Background: an optimization exercise with open tools, aiming at small area, a short achievable clock period and few clock cycles per item. Do not read the settings as production practice. Only the layout flow was run in this run; the RTL was not checked for function there. No activity file was given, so power comes from the tool's default toggle rates.

==> run.sh <==
#!/bin/bash
# synth_recipe.tcl (not shown) runs the flow's synth.tcl, then flattens the netlist and writes it again
# the make line also repeats each setting of config.mk as NAME=value (left out here)
make -C /OpenROAD-flow-scripts/flow DESIGN_CONFIG=/design/flow/config.mk WORK_HOME=/design/flow/orfs CLKGATE_MAP_FILE= SYNTH_SCRIPT=/design/flow/synth_recipe.tcl finish
==> config.mk <==
export PLATFORM = sky130hd
export DESIGN_NAME = fra_top
export DESIGN_NICKNAME = fra_top
export VERILOG_FILES = /design/flow/design.v
export SDC_FILE = /design/flow/constraint.sdc
export NUM_CORES = 4
export LEC_CHECK = 0
export CAP_MARGIN = 20
export CORE_MARGIN = 2
export CORE_UTILIZATION = 40
export SETUP_SLACK_MARGIN = 5
export SLEW_MARGIN = 20
==> constraint.sdc <==
create_clock -name core_clock -period 10.0 [get_ports {clk_i}]
set_input_delay 2.0000 -clock core_clock [delete_from_list [all_inputs] [get_ports {clk_i}]]
set_output_delay 2.0000 -clock core_clock [all_outputs]
set_load 0.01 [all_outputs]
==> design.v <==
package fra_pkg;
  localparam int OPERAND_BITS_DEF = 16;   
  localparam int FIELD_W          = 16;   
  localparam int RES_NUM_W        = 33;
  localparam int RES_DEN_W        = 32;
  typedef enum logic [1:0] {
    OP_ADD = 2'd0,
    OP_SUB = 2'd1,
    OP_MUL = 2'd2,
    OP_DIV = 2'd3
  } fra_op_e;
  typedef enum logic {
    STATUS_OK   = 1'b0,
    STATUS_ZERO = 1'b1
  } fra_status_e;
  typedef struct packed {
    fra_op_e            opcode;
    logic signed [15:0] num_a;
    logic signed [15:0] den_a;
    logic signed [15:0] num_b;
    logic signed [15:0] den_b;
  } fra_in_t;
  typedef struct packed {
    logic signed [RES_NUM_W-1:0] res_num;
    logic signed [RES_DEN_W-1:0] res_den;
    fra_status_e                 status;
  } fra_out_t;
endpackage
module fra_add #(
  parameter int W  = 33,
  parameter int KB = 15
) (
  input  logic [W-1:0] a_i,
  input  logic [W-1:0] b_i,
  input  logic         cin_i,
  input  logic         kill_i,
  input  logic         gen_i,
  output logic [W-1:0] s_o,
  output logic         cout_o
);
  localparam int L = $clog2(W);
  logic [W-1:0] p, g;
  logic [W-1:0] gg [L+1];
  logic [W-1:0] pp [L+1];
  always_comb begin
    p = a_i ^ b_i;
    g = a_i & b_i;
    pp[0] = p;
    gg[0] = g;
    gg[0][0] = g[0] | (p[0] & cin_i);
    pp[0][KB] = p[KB] & !kill_i;
    gg[0][KB] = (g[KB] | gen_i) & !kill_i;
    for (int l = 0; l < L; l++) begin
      for (int i = 0; i < W; i++) begin
        if (((i >> l) & 1) == 1) begin
          gg[l+1][i] = gg[l][i] | (pp[l][i] & gg[l][((i >> l) << l) - 1]);
          pp[l+1][i] = pp[l][i] & pp[l][((i >> l) << l) - 1];
        end else begin
          gg[l+1][i] = gg[l][i];
          pp[l+1][i] = pp[l][i];
        end
      end
    end
    s_o[0] = p[0] ^ cin_i;
    for (int i = 1; i < W; i++) s_o[i] = p[i] ^ gg[L][i-1];
    cout_o = gg[L][W-1];
  end
endmodule
module fra_sub2 #(
  parameter int W  = 33,
  parameter int KB = 15
) (
  input  logic [W-1:0] a_i,
  input  logic [W-1:0] b_i,
  input  logic         kill_i,
  output logic [W-1:0] dxy_o,
  output logic [W-1:0] dyx_o,
  output logic         eq_o
);
  localparam int L = $clog2(W);
  logic [W-1:0] p, g, pk;
  logic [W-1:0] gg [L+1];
  logic [W-1:0] pp [L+1];
  always_comb begin
    p = a_i ^ ~b_i;
    g = a_i & ~b_i;
    pp[0] = p;
    gg[0] = g;
    pp[0][KB] = p[KB] & !kill_i;
    gg[0][KB] = g[KB] & !kill_i;
    for (int l = 0; l < L; l++) begin
      for (int i = 0; i < W; i++) begin
        if (((i >> l) & 1) == 1) begin
          gg[l+1][i] = gg[l][i] | (pp[l][i] & gg[l][((i >> l) << l) - 1]);
          pp[l+1][i] = pp[l][i] & pp[l][((i >> l) << l) - 1];
        end else begin
          gg[l+1][i] = gg[l][i];
          pp[l+1][i] = pp[l][i];
        end
      end
    end
    dxy_o[0] = !p[0];
    dyx_o[0] = !p[0];
    for (int i = 1; i < W; i++) begin
      dxy_o[i] = p[i] ^ (gg[L][i-1] | pp[L][i-1]);
      dyx_o[i] = !(p[i] ^ gg[L][i-1]);
    end
    eq_o = pp[L][W-1];
  end
endmodule
module fraction_arith_reduce (
  input  logic              clk_i,
  input  logic              rst_ni,
  input  logic              in_valid_i,
  output logic              in_stall_o,
  input  fra_pkg::fra_in_t  in_data_i,
  output logic              out_valid_o,
  input  logic              out_stall_i,
  output fra_pkg::fra_out_t out_data_o
);
  typedef enum logic [2:0] {
    S_IDLE = 3'd0,
    S_MUL  = 3'd1,
    S_COMB = 3'd2,
    S_GCD  = 3'd3,
    S_FIN  = 3'd4,
    S_OUT  = 3'd5
  } state_e;
  state_e state_q;
  logic [32:0] x_q, y_q, k00_q, k01_q;
  logic [31:0] k10_q, k11_q;
  logic        sp_q, sr_q, st_q;
  logic        sa_q, sb_q, tau_q;       
  logic        c00_q, c10_q, cx_q;      
  logic [4:0]  cnt_q;
  logic in_xfer, out_xfer;
  assign out_valid_o = (state_q == S_OUT);
  assign out_xfer    = out_valid_o && !out_stall_i;
  assign in_stall_o  = (state_q != S_IDLE);
  assign in_xfer     = in_valid_i && !in_stall_o;
  logic st_mul, st_comb, st_gcd, st_fin;
  assign st_mul  = (state_q == S_MUL);
  assign st_comb = (state_q == S_COMB);
  assign st_gcd  = (state_q == S_GCD);
  assign st_fin  = (state_q == S_FIN);
  logic [32:0] dxy, dyx, s0, s1;
  logic        s1_c;
  logic xy_eq;
  fra_sub2 #(.W(33)) u_sub (
    .a_i(x_q), .b_i(y_q), .kill_i(st_mul && tau_q),
    .dxy_o(dxy), .dyx_o(dyx), .eq_o(xy_eq)
  );
  fra_add #(.W(33)) u_s0 (
    .a_i(k00_q), .b_i(k01_q), .cin_i(1'b0),
    .kill_i(1'b0), .gen_i(st_mul && sa_q), .s_o(s0), .cout_o()
  );
  fra_add #(.W(32)) u_s1 (
    .a_i(k10_q), .b_i(k11_q), .cin_i(1'b0),
    .kill_i(1'b0), .gen_i(st_mul && sb_q), .s_o(s1[31:0]), .cout_o(s1_c)
  );
  assign s1[32] = s1_c;
  logic [15:0] ia, ib, ic, id;
  logic [1:0]  iop;
  logic        sa, sb, sc, sd, tau;
  logic [15:0] mag_a, mag_b, mag_d;
  logic [16:0] tc;
  assign ia  = in_data_i.num_a;
  assign ib  = in_data_i.den_a;
  assign ic  = in_data_i.num_b;
  assign id  = in_data_i.den_b;
  assign iop = in_data_i.opcode;
  assign sa  = ia[15];
  assign sb  = ib[15];
  assign sc  = ic[15];
  assign sd  = id[15];
  assign tau   = iop[1] ? sc : (sa ^ sb ^ sd ^ iop[0]);
  assign mag_a = ia ^ {16{sa}};
  assign mag_b = ib ^ {16{sb}};
  assign mag_d = id ^ {16{sd}};
  assign tc    = {ic[15], ic} ^ {17{tau}};
  logic [32:0] acc_k00, acc_k01, acc_x, acc_y;
  logic [31:0] acc_k10, acc_k11;
  assign acc_k00 = {17'd0, (iop == 2'd2) ? tc[15:0] : mag_d};
  assign acc_k01 = {1'b0, mag_a, 16'd0};
  assign acc_k10 = {16'd0, (iop == 2'd3) ? tc[15:0] : mag_d};
  assign acc_k11 = {mag_b, 16'd0};
  assign acc_x   = {17'd0, iop[1] ? 16'd0 : mag_b};
  assign acc_y   = {tc, 16'd0};
  logic [15:0] mor;
  logic [4:0]  mlen, mrem;
  logic        mul_last;
  assign mor = k00_q[15:0] | k10_q[15:0] | x_q[15:0];
  always_comb begin
    mlen = 5'd0;
    for (int i = 0; i < 16; i++) if (mor[i]) mlen = 5'(i + 1);
  end
  assign mrem     = (cnt_q == 5'd0) ? mlen + 5'(c00_q | c10_q | cx_q) : cnt_q;
  assign mul_last = (mrem <= 5'd1);
  logic yneg, nz, dz, sgn;
  assign yneg = dyx[32];
  assign nz   = xy_eq;
  assign dz   = (k10_q == 32'd0);
  assign sgn  = sp_q ^ yneg ^ (sr_q & !dz);
  logic x0, y0, xgt, t2xy, t2x, t2y, t2d;
  assign x0   = x_q[0];
  assign y0   = y_q[0];
  assign xgt  = dyx[32];
  assign t2xy = !x_q[1] && !y_q[1];
  assign t2x  = !x_q[1];
  assign t2y  = !y_q[1];
  assign t2d  = !(x_q[1] ^ y_q[1]);   
  logic       x_sum, y_sum, k0_sum, k1_sum;    
  logic [1:0] x_sh, y_sh, k0_sh, k1_sh;
  logic       gk0_sum, gk1_sum;
  logic [1:0] gk0_sh, gk1_sh;
  logic [5:0] kd_q;
  always_comb begin
    x_sum = 1'b0; y_sum = 1'b0; gk0_sum = 1'b0; gk1_sum = 1'b0;
    x_sh = 2'd0; y_sh = 2'd0; gk0_sh = 2'd0; gk1_sh = 2'd0;
    if (st_mul) begin
      x_sh  = 2'd1;
    end else if (st_gcd) begin
      if (!x0 && !y0) begin
        x_sh = t2xy ? 2'd2 : 2'd1;
        y_sh = t2xy ? 2'd2 : 2'd1;
      end else if (!x0) begin
        x_sh  = t2x ? 2'd2 : 2'd1;
        gk0_sh = t2x ? 2'd3 : 2'd2;
      end else if (!y0) begin
        y_sh  = t2y ? 2'd2 : 2'd1;
        gk1_sh = t2y ? 2'd3 : 2'd2;
      end else if (xgt) begin
        x_sum  = 1'b1;
        x_sh   = t2d ? 2'd2 : 2'd1;
        gk1_sum = 1'b1;
        gk0_sh  = t2d ? 2'd3 : 2'd2;
      end else begin
        y_sum  = 1'b1;
        y_sh   = t2d ? 2'd2 : 2'd1;
        gk0_sum = 1'b1;
        gk1_sh  = t2d ? 2'd3 : 2'd2;
      end
    end
  end
  always_comb begin
    k0_sum = 1'b0; k1_sum = 1'b0; k0_sh = 2'd0; k1_sh = 2'd0;
    if (st_mul) begin
      k0_sh = 2'd1;
    end else if (st_gcd || st_fin) begin
      {k0_sum, k0_sh, k1_sum, k1_sh} = kd_q;
    end
  end
  always_ff @(posedge clk_i) begin
    if (st_gcd) kd_q <= {gk0_sum, gk0_sh, gk1_sum, gk1_sh};
    else        kd_q <= 6'd0;
  end
  logic [32:0] x_src, y_src, x_nx, y_nx, k00_src, k01_src, k00_nx, k01_nx;
  logic [31:0] k10_src, k11_src, k10_nx, k11_nx;
  logic        k00_mb, k10_mb;
  logic x_mb;
  assign k00_mb  = st_mul ? (k00_q[0] ^ c00_q) : k0_sum;
  assign k10_mb  = st_mul ? (k10_q[0] ^ c10_q) : k0_sum;
  assign x_mb    = st_mul ? (x_q[0] ^ cx_q) : x_sum;
  assign x_src   = x_mb   ? dxy : x_q;
  assign y_src   = y_sum  ? dyx : y_q;
  assign k00_src = k00_mb ? s0  : k00_q;
  assign k10_src = k10_mb ? s1[31:0] : k10_q;
  assign k01_src = k1_sum ? s0  : k01_q;
  assign k11_src = k1_sum ? s1[31:0] : k11_q;
  always_comb begin
    unique case (x_sh)
      2'd1:    x_nx = {x_src[32], x_src[32:1]};
      2'd2:    x_nx = {{2{x_src[32]}}, x_src[32:2]};
      default: x_nx = x_src;
    endcase
    unique case (y_sh)
      2'd1:    y_nx = {y_src[32], y_src[32:1]};
      2'd2:    y_nx = {{2{y_src[32]}}, y_src[32:2]};
      default: y_nx = y_src;
    endcase
    unique case (k0_sh)
      2'd1: begin
        k00_nx = {1'b0, k00_src[32:1]};
        k10_nx = {(k10_mb & s1[32]), k10_src[31:1]};
      end
      2'd2: begin
        k00_nx = {k00_src[31:0], 1'b0};
        k10_nx = {k10_src[30:0], 1'b0};
      end
      2'd3: begin
        k00_nx = {k00_src[30:0], 2'b0};
        k10_nx = {k10_src[29:0], 2'b0};
      end
      default: begin
        k00_nx = k00_src;
        k10_nx = k10_src;
      end
    endcase
    unique case (k1_sh)
      2'd2: begin
        k01_nx = {k01_src[31:0], 1'b0};
        k11_nx = {k11_src[30:0], 1'b0};
      end
      2'd3: begin
        k01_nx = {k01_src[30:0], 2'b0};
        k11_nx = {k11_src[29:0], 2'b0};
      end
      default: begin
        k01_nx = k01_src;
        k11_nx = k11_src;
      end
    endcase
  end
  always_ff @(posedge clk_i) begin
    if (in_xfer) begin
      k00_q <= acc_k00;
      k01_q <= acc_k01;
      k10_q <= acc_k10;
      k11_q <= acc_k11;
      x_q   <= acc_x;
      y_q   <= acc_y;
      cnt_q <= 5'd0;
      sa_q  <= sa;
      sb_q  <= sb;
      tau_q <= tau;
      c00_q <= (iop == 2'd2) ? sc : sd;
      c10_q <= (iop == 2'd3) ? sc : sd;
      cx_q  <= !iop[1] && sb;
      sp_q  <= (iop == 2'd2) ? (sa ^ sc) : (sa ^ sd);
      sr_q  <= (iop == 2'd3) ? (sb ^ sc) : (sb ^ sd);
    end else if (st_comb) begin
      x_q   <= yneg ? dxy : dyx;
      y_q   <= nz ? 33'd0 : {1'b0, k10_q};
      k00_q <= nz ? 33'd0 : (sgn ? {33{1'b1}} : 33'd1);
      k01_q <= 33'd0;
      k10_q <= {31'd0, nz & !dz};
      k11_q <= 32'd1;
      st_q  <= nz & dz;
    end else begin
      x_q   <= x_nx;
      y_q   <= (st_mul && mul_last) ? k00_nx : y_nx;
      k00_q <= k00_nx;
      k01_q <= k01_nx;
      k10_q <= k10_nx;
      k11_q <= k11_nx;
      if (st_mul) begin
        cnt_q <= mul_last ? 5'd0 : mrem - 5'd1;
        c00_q <= c00_q & k00_q[0];
        c10_q <= c10_q & k10_q[0];
        cx_q  <= cx_q & x_q[0];
      end
    end
  end
  always_ff @(posedge clk_i or negedge rst_ni) begin
    if (!rst_ni) begin
      state_q <= S_IDLE;
    end else begin
      unique case (state_q)
        S_IDLE: if (in_xfer) state_q <= S_MUL;
        S_MUL:  if (mul_last) state_q <= S_COMB;
        S_COMB: state_q <= (nz || dz) ? S_OUT : S_GCD;
        S_GCD:  if (x0 && y0 && !xgt && nz) state_q <= S_FIN;
        S_FIN:  state_q <= S_OUT;
        S_OUT:  if (out_xfer) state_q <= S_IDLE;
        default: state_q <= S_IDLE;
      endcase
    end
  end
  assign out_data_o.res_num = k00_q;
  assign out_data_o.res_den = k10_q;
  assign out_data_o.status  = fra_pkg::fra_status_e'(st_q);
endmodule
module fra_top (
  input  logic        clk_i,
  input  logic        rst_ni,
  input  logic        in_valid_i,
  output logic        in_stall_o,
  input  logic [1:0]  in_op_i,
  input  logic [15:0] in_num_a_i,
  input  logic [15:0] in_den_a_i,
  input  logic [15:0] in_num_b_i,
  input  logic [15:0] in_den_b_i,
  output logic        out_valid_o,
  input  logic        out_stall_i,
  output logic [32:0] out_num_o,
  output logic [31:0] out_den_o,
  output logic        out_status_o
);
  fra_pkg::fra_in_t  in_data;
  fra_pkg::fra_out_t out_data;
  assign in_data.opcode = fra_pkg::fra_op_e'(in_op_i);
  assign in_data.num_a  = in_num_a_i;
  assign in_data.den_a  = in_den_a_i;
  assign in_data.num_b  = in_num_b_i;
  assign in_data.den_b  = in_den_b_i;
  fraction_arith_reduce u_core (
    .clk_i       (clk_i),
    .rst_ni      (rst_ni),
    .in_valid_i  (in_valid_i),
    .in_stall_o  (in_stall_o),
    .in_data_i   (in_data),
    .out_valid_o (out_valid_o),
    .out_stall_i (out_stall_i),
    .out_data_o  (out_data)
  );
  assign out_num_o    = out_data.res_num;
  assign out_den_o    = out_data.res_den;
  assign out_status_o = out_data.status;
endmodule
==> impl_metrics.tcl <==
set metrics [dict create \
    syn_avg_cell_area_um2 7.62 \
    fmaxAchievable_mhz 204 \
    clk_latency_ns 0.61 \
    ys_seq_area_share_pct 21.9 \
    grt_max_degree 73 \
    overflow 0 \
    crit_type "reg2reg" \
    path_max_fanout 40 \
    cts_buffer_depth 3 \
    syn_nets 2897 \
    initial_core_util_pct 40.3 \
    synth_edf_count 11 \
    routedWlPerCell_um 26.5 \
    drv_cap 0 \
    fin_ws_ns 5.09 \
    p_sw_share_pct 26.1 \
    ir_drop_mv 0.142 \
    drt_first_pass_iters 6 \
    h-tree-depth 1 \
    period_minus_slack_ns 4.91 \
    fin_worst_skew_ns 0.0166 \
    worst_ep_required_time_ns 10.55 \
    finalPower_uw 2200 \
    track_usage_pct 32.8 \
    place_ws_ns 3.94 \
    numCtsBuffers 29 \
    clockPowerShare_pct 53.4 \
    vias 22380 \
    vias_per_cell 6.49 \
    synth_top_cell_area_share_pct 19.9 \
    die_x_um 231 \
    slew-limit-headroom_pct 18.9 \
    drc 0 \
    fin_tns_setup_ns 0 \
    rrSetupSlack_ns 5.09 \
    pwr-share-comb_pct 6.7 \
    cp.arrival_ns 5.46 \
    coreArea_um2 51100 \
    fin_nets 2943 \
    clkSinkCount 219 \
    p_seq_share_pct 39.9 \
    hold_violations 0 \
    syn_to_final_growth_pct 15.5 \
    syn-cell-area_um2 20600 \
    ys_types 100 \
    worstSetupStartpointType "flop" \
    wl_mm 91.4 \
    port_buffers 137 \
    grt_pass1_vias 20515 \
    synth_top_area_cell "dfxtp_1" \
    drive_above_1_share_pct 8.74 \
    synthTopCellsByCount "280 x nand2_1, 238 x a21oi_1, 216 x nor2_1, 205 x dfxtp_1, 200 x o21ai_0" \
    gp_congestion 1.03 \
    setup-violations-final 0 \
    status "timing/DRC/antenna clean" \
    worst_pin_slew_ns 1.21 \
    finalMaxSlewViolations 0 \
    async_flop_share_pct 1.37 \
    syn-instance-count 2704 \
    crit_path_end_kind "flop" \
    holdWs_ns 0.509 \
    io_pins 138 \
    hp-class "reg2reg" \
    cts-root-buf "clkbuf_16" \
    antenna_left 0 \
    powerDensity_nw_per_um2 92.5 \
    die-height_um 231 \
    grt_first_pass_wirelength_mm 134 \
    die-area_um2 53300 \
    p_switching_uw 576 \
    rsz0062_at_grt "true" \
    hpwl_mm 68.3 \
    p_leak_uw 0.00961 \
    yosysWarnings 10 \
    intPower_uw 1630 \
    grt_antenna_before_repair 5 \
    synth_area_leaders "dfxtp_1 20%, ha_1 6.6%, mux2i_1 6.6%" \
    std_cell_rows 83 \
    clk_pin_slew_ns 0.06 \
    drt_iter0_drc 2740 \
    finalCritPeriodShare_pct 49.1 \
    nFillCells 5054 \
    synth-seq-cells 219 \
    yosysMostFrequentCell "nand2_1" \
    synthFlopType "dfxtp_1" \
    utilization_pct 46.6 \
    cts_tree "yes" \
]
==> cell type report <==
cell class / instances / area [µm²] / share of cell area, %
repair inverters: 1 / 5.00 / 0.0210
diodes: 1 / 2.50 / 0.0105
inverters: 94 / 367 / 1.54
repair buffers: 206 / 1910 / 8.02
clock buffers: 41 / 893 / 3.75
clock inverters: 10 / 149 / 0.626
flip-flops and latches: 219 / 4520 / 19.0
well taps: 680 / 851 / 3.58
multi-input cells: 2199 / 15100 / 63.4
==> flip-flops by register name, summed over array words and instances (netlist names) <==
signal	cells
u_core.k11_q	32
u_core.x_q	33
u_core.sa_q	1
u_core.cx_q	1
u_core.k01_q	33
u_core.tau_q	1
u_core.st_q	1
u_core.cnt_q	5
u_core.k10_q	32
u_core.sb_q	1
u_core.state_q	3
u_core.sr_q	1
u_core.c00_q	1
u_core.y_q	33
u_core.c10_q	1
u_core.kd_q	6
u_core.k00_q	33
u_core.sp_q	1
==> path summary, 6_finish.rpt <==
kind / cells past startpoint / endpoint / startpoint
worst max register to register: 17 / u_core.y_q[15]$_SDFF_PP0_ / u_core.y_q[0]$_SDFFE_PP0P_
worst min-delay path: 2 / u_core.cnt_q[4]$_SDFFE_PP0P_ / u_core.cnt_q[4]$_SDFFE_PP0P_
worst max-delay path: 17 / u_core.y_q[15]$_SDFF_PP0_ / u_core.y_q[0]$_SDFFE_PP0P_
worst min register to register: 2 / u_core.cnt_q[4]$_SDFFE_PP0P_ / u_core.cnt_q[4]$_SDFFE_PP0P_
max in group asynchronous: 1 / u_core.state_q[0]$_DFFE_PN0P_ / rst_ni
min in group asynchronous: 1 / u_core.state_q[2]$_DFFE_PN0P_ / rst_ni
==> power groups by stage <==
stage | clock network [µW] | logic [µW] | registers (µW)
finish | 1180 | 148 | 879
global route | 1210 | 150 | 878
CTS | 1170 | 142 | 879
detailed placement | 0 | 141 | 898
global placement | 0 | 142 | 898
floorplan | 0 | 55.2 | 899
==> placed cells by master, fill, tap and decap left out, drive strengths merged, types with 41 or more instances in the layout <==
cell / count
dfxtp: 205
o211ai: 49
clkbuf: 41
o21ai: 213
ha: 108
xor2: 88
inv: 92
buf: 69
a21oi: 239
a221oi: 43
clkdlybuf4s50: 137
mux2i: 136
nand2: 281
nor3: 55
nor2: 219
o22ai: 85
xnor2: 106
nand3: 55
==> worst max-delay path, cell delays in order, from the launching register on <==
cell	delay, ns
dfxtp_2	0.39
inv_1	0.13
ha_1	0.17
inv_1	0.06
fa_1	0.46
nand2b_1	0.20
a21oi_2	0.23
o21ai_2	0.13
inv_2	0.14
buf_4	0.20
a211o_1	0.17
mux2i_1	0.23
nor2_4	0.49
buf_4	0.49
mux2i_1	0.70
a221oi_1	0.23
o21ai_0	0.25
a22o_1	0.15
==> logic make-up after synthesis <==
| group | Yosys count | synth area share [%] |
|---|---|---|
| compound gates | 955 | 30.5 |
| simple gates | 760 | 17.1 |
| buf+inv | 286 | 5.93 |
| flops | 219 | 21.9 |
| xor+xnor | 194 | 8.32 |
| mux | 167 | 8.32 |
| fa+ha+maj | 123 | 8.02 |
==> metrics by stage <==
stage                     area [µm²]  std cells
after floorplan                20600       2704
after global placement         22300       3372
after detailed placement       22300       3372
after CTS                      23500       3427
after global routing           23800       3450
final                          23800       3451
==> what timing repair did <==
| item | in CTS | in global routing |
|---|---|---|
| pin swaps | 0 | 14 |
| resized for setup | 18 | 37 |
| endpoints found under the setup margin | 68 | 71 |
| hold buffers | 0 | 0 |
| buffers inserted | 4 | 22 |
| cloned | 0 | 1 |
==> routing by layer <==
| metal | vias to the layer above | share of wire [%] | wire length [µm] | track usage [%] |
|---|---|---|---|---|
| met5 | - | 0.046 | 42 | 0 |
| met4 | 6 | 4.8 | 4410 | 13.5 |
| met3 | 260 | 10 | 9500 | 6.67 |
| met2 | 1395 | 44 | 40000 | 51.2 |
| met1 | 10620 | 41 | 37400 | 44.0 |
| li1 | 10099 | - | - | - |

==> static timing again, ports no longer ideal <==
How much do the figures lean on ideal ports? The routed layout below was timed once more, with nothing changed but the port constraints.
Step 1 (the two cells are an assumption about what drives the block):
set clk [get_ports {clk_i}]
set_driving_cell -lib_cell sky130_fd_sc_hd__clkbuf_16 $clk
set_driving_cell -lib_cell sky130_fd_sc_hd__buf_2 [delete_from_list [all_inputs] $clk]
Step 2, shift: input delay + t, output delay - t, t = (earliest + latest rising clock arrival at the registers) / 2. This alone moves slack from input paths to output paths.
a / b / c = ideal / step 1 / step 2; a / b = the first two.
t (ns): 0.666
setup WS [ns]: 5.089 / 5.089 / 4.489
hold WS [ns]: 0.509 / 0.509 / 0.509
worst setup path at the end: input to register
latest minus earliest clock arrival (ns): 0.017 / 0.016
After both steps setup and hold are still met in this run. The setup slack of this run moves by 0.000 ns with the drivers and by -0.600 ns with both steps.
